Context: an optimization exercise on an open-source flow, tuned for small area, a short achievable clock period and few clock cycles per item. The choices shown serve that exercise and are no tape-out recipe.
In this exercise RTL edits were held to simulation tests only and were not proved equivalent to the original.
Power is estimated from default activity; no workload was simulated.

== run 1 ==
// simd_alu_pipe
module simd_alu_pipe #(
  parameter int unsigned WIDTH     = 64,
  parameter int unsigned LANES_MAX = 4
) (
  input  logic             clk,
  input  logic             rst,
  input  logic             in_valid,
  output logic             in_ready,
  input  logic [WIDTH-1:0] a,
  input  logic [WIDTH-1:0] b,
  input  logic [1:0]       lane_mode,
  input  logic [3:0]       op,
  output logic             out_valid,
  input  logic             out_ready,
  output logic [WIDTH-1:0] result,
  output logic [LANES_MAX-1:0] eq,
  output logic [LANES_MAX-1:0] slt,
  output logic [LANES_MAX-1:0] ult
);
  logic        v;
  logic [63:0] res_d;
  logic [3:0]  eq_d, slt_d, ult_d;
  assign in_ready  = ~v | out_ready;
  assign out_valid = v;
  simd_lane_adder u_dp (
    .a(a), .b(b), .mode(lane_mode), .op(op), .hold(~in_ready), .hq(result),
    .res(res_d), .eq(eq_d), .slt(slt_d), .ult(ult_d)
  );
  always_ff @(posedge clk or posedge rst) begin
    if (rst) v <= 1'b0;
    else if (in_ready) v <= in_valid;
  end
  always_ff @(posedge clk) begin
    result <= res_d;
    if (in_ready) begin
      eq  <= eq_d;
      slt <= slt_d;
      ult <= ult_d;
    end
  end
endmodule
Settings: LEC_CHECK=0, ABC_AREA=1, CAP_MARGIN=20, CORE_MARGIN=2, CORE_UTILIZATION=40, SLEW_MARGIN=20; clock period 11.0 ns.
run.sh (not shown) runs the stock make flow with config.mk's settings and CLKGATE_MAP_FILE= SYNTH_SCRIPT=/design/flow/synth_recipe.tcl, a recipe that flattens the netlist after the stock synthesis.
Both conditions hold for run 1: the flow ran to the end and the final layout passed the timing, design-rule and antenna checks.
Testbench counts of run 1, summed over its fixed seeds: cycles 16,008, items 16,000.
> inputs changed (run 1 -> run 2)
Settings: a change of CAP_MARGIN from 20 to 40; a change of SLEW_MARGIN from 20 to 40.
==> flow/flow/run.sh (new file) <==
#!/bin/bash
# The standard layout (standard.sh, with the standard synthesis), except
# that the ports are buffered with sky130_fd_sc_hd__buf_1 cells, which timing
# repair may then resize, instead of the cell buffer_ports picks by default,
# and timing repair aims at a setup slack of 5.25 ns.
# make's output goes to make.log here; each ORFS step logs under orfs/logs.
set -euo pipefail
bash standard.sh SETUP_SLACK_MARGIN=5.25 'BUFFER_PORTS_ARGS=-buffer_cell sky130_fd_sc_hd__buf_1' finish > make.log 2>&1
==> flow/standard.sh (new file) <==
#!/bin/bash
# synth_recipe.tcl (not shown) runs the flow's synth.tcl, then flattens the netlist and writes it again
# the make line also repeats each setting of config.mk as NAME=value (left out here)
make -C /OpenROAD-flow-scripts/flow DESIGN_CONFIG=/design/flow/config.mk WORK_HOME=/design/flow/orfs CLKGATE_MAP_FILE= SYNTH_SCRIPT=/design/flow/synth_recipe.tcl "${@:-finish}"
removed: flow/run.sh
[summary]
Run 2 vs. run 1: non-clock buffer instance count of the final layout climbed about 24%; signed area change from the synthesized netlist to the final layout climbed 3.1 points; number of cells on the critical path climbed 1; portion of total power attributed to combinational logic climbed 2.2 points; met2 layer usage reported by global route climbed 0.38 points. A timing startpoint of the critical path of op[1] is what run 1 shows, while lane_mode[0] belongs to run 2.
For run 3, these inputs were changed with respect to run 2:
Settings: SETUP_SLACK_MARGIN now 5, previously not set; CAP_MARGIN now 20, was 40; SLEW_MARGIN now 20, was 40.
==> flow/run.sh (new file) <==
#!/bin/bash
# synth_recipe.tcl (not shown) runs the flow's synth.tcl, then flattens the netlist and writes it again
# the make line also repeats each setting of config.mk as NAME=value (left out here)
make -C /OpenROAD-flow-scripts/flow DESIGN_CONFIG=/design/flow/config.mk WORK_HOME=/design/flow/orfs CLKGATE_MAP_FILE= SYNTH_SCRIPT=/design/flow/synth_recipe.tcl finish
removed: flow/flow/run.sh
removed: flow/standard.sh
[summary]
- From run 2 to run 3 the numbers moved as follows: leakage power has increased; worst-case hold slack lost 7.4 ps.
- Placed instance count across run 2 and run 3: no real change.
- Diff run 2..run 3 | synthesized cell count | unchanged
- Total detailed-routing wirelength: run 3 vs run 2 up 1400 um
- Run 3: number of pins with negative max-slew slack in the final report is 10 higher than what run 2 reported.
- Total number of cells along the worst setup path: run 3 vs run 2 down 3
- Proportion of cell area spent on the clock network for run 3 is higher than for run 2.
- Cmp run 2 and run 3 / fraction of power consumed by sequential logic / lower: run 3
- Against run 2, run 3 reports a non-clock buffer count that is higher.
- As far as area of the core region goes, run 3 and run 2 are indistinguishable; the numbers are identical.
- In run 3 the implementation completed, yet the final layout does not meet the checks, the culprit being capacitance limit, slew limit.
--- input diff run 3..run 4 ---
Settings: CAP_MARGIN: 20 -> 40; SLEW_MARGIN: 20 -> 40.
==> run notes <==
Run 4: done, clean on timing, DRC and antenna. Run 4 vs run 3 — final routed wire length divided by cell count dropped slightly. There was hardly any difference in synthesized cell count between run 3 and run 4. Number of ordinary and repair buffers in the finished layout (higher): run 3. Summary of run 4 over run 3: worst hold slack now larger; met3 layer wire length in the routed design now smaller. Compared with run 3, run 4 shows a area of combinational cells with multiple inputs that is 290 um^2 lower. Taking run 3 as the reference, in run 4 final critical delay including setup and external delays now sits lower, number of enable-type register cells in the synthesized netlist now sits at about the same level. Compared run 4 against run 3; worst clock skew within noise.
Input changes introduced in run 5 (baseline for comparison: run 4):
Settings: an added CTS_BUF_LIST of sky130_fd_sc_hd__clkbuf_8; an added PLACE_DENSITY of 0.8; a change of SLEW_MARGIN from 40 to 20; a change of CAP_MARGIN from 40 to 20.
==> flow/flow/run.sh (new file) <==
#!/bin/bash
# The standard layout (standard.sh, with the standard synthesis), except
# that the ports are buffered with sky130_fd_sc_hd__buf_1 cells, which timing
# repair may then resize, instead of the cell buffer_ports picks by default.
# make's output goes to make.log here; each ORFS step logs under orfs/logs.
set -euo pipefail
bash standard.sh 'BUFFER_PORTS_ARGS=-buffer_cell sky130_fd_sc_hd__buf_1' finish > make.log 2>&1
==> flow/standard.sh (new file) <==
#!/bin/bash
# synth_recipe.tcl (not shown) runs the flow's synth.tcl, then flattens the netlist and writes it again
# the make line also repeats each setting of config.mk as NAME=value (left out here)
make -C /OpenROAD-flow-scripts/flow DESIGN_CONFIG=/design/flow/config.mk WORK_HOME=/design/flow/orfs CLKGATE_MAP_FILE= SYNTH_SCRIPT=/design/flow/synth_recipe.tcl "${@:-finish}"
removed: flow/run.sh
--- outcome ---
On non-clock buffer count: between run 5 and run 4, it ends up lower for run 5.
Going from run 4 to run 5, total power decreased by 15% relative to the old numbers; via count decreased by 2.3% relative to the old numbers.
When the final numbers for run 5 and run 4 were put side by side, the clock transition at the register clock pins on the worst setup and hold paths after CTS turned out to be greater in run 5.
Looking at sequential fraction of total cell area across run 5 and run 4, the one that comes out lower is run 4.
Clock network latency to the later pin of the worst-skew pair delta for run 5 relative to run 4: 80 ps higher
--- input diff run 5..run 6 ---
Settings: CTS_BUF_LIST removed (was sky130_fd_sc_hd__clkbuf_8); CAP_MARGIN changed from 20 to 40; PLACE_DENSITY removed (was 0.8); SLEW_MARGIN changed from 20 to 40.
[summary]
Vias: run 6 more than run 5. Where total wire length is concerned, run 5 is better than run 6. Run 6 against run 5; via count of the first global-routing pass is up by a few percent. Design internal power (lower): run 5. Compared with run 5, run 6 shows a higher count of plain and timing-repair buffers in the layout. Taking run 5 as the reference, in run 6 worst-path maximum fanout rose about 140%; clock-pin slew on the worst setup and hold paths went down 30 ps.

[separate check: timing with driven ports]
How much do the figures lean on ideal ports? The routed layouts below were timed once more, with nothing changed but the port constraints. Step 1 assumes that a clkbuf_16 drives the clock port and a buf_2 every other input. Step 2 adds t to the input delays and takes it off the output delays; t is the mean of the earliest and latest rising clock arrival at the registers after step 1. Input paths then give back, and output paths get back, about the clock's delay inside the block. Slacks: ideal / step 1 / step 2; pairs: ideal / step 1.
run | t, ns | setup slack, ns | clock arrival spread, ns | slew at the worst register clock pin (ns) | worst slew at a driven data input, ns
run 1 | 0.438 | 3.128 / 3.140 / 2.702 | 0.006 / 0.006 | 0.07 / 0.07 | 0.06
run 2 | 0.451 | 5.295 / 5.296 / 4.846 | 0.010 / 0.011 | 0.08 / 0.08 | 0.09
run 3 | 0.437 | 4.959 / 4.991 / 4.554 | 0.009 / 0.008 | 0.08 / 0.08 | 0.07
run 4 | 0.432 | 5.063 / 5.052 / 4.660 | 0.007 / 0.007 | 0.08 / 0.08 | 0.07
run 5 | 0.499 | 5.039 / 5.056 / 4.557 | 0.032 / 0.032 | 0.11 / 0.11 | 0.07
run 6 | 0.449 | 5.080 / 5.066 / 4.618 | 0.008 / 0.007 | 0.08 / 0.08 | 0.09
For run 5, which loses most, drivers alone change the setup slack by +0.017 ns; drivers and shift together by -0.482 ns.
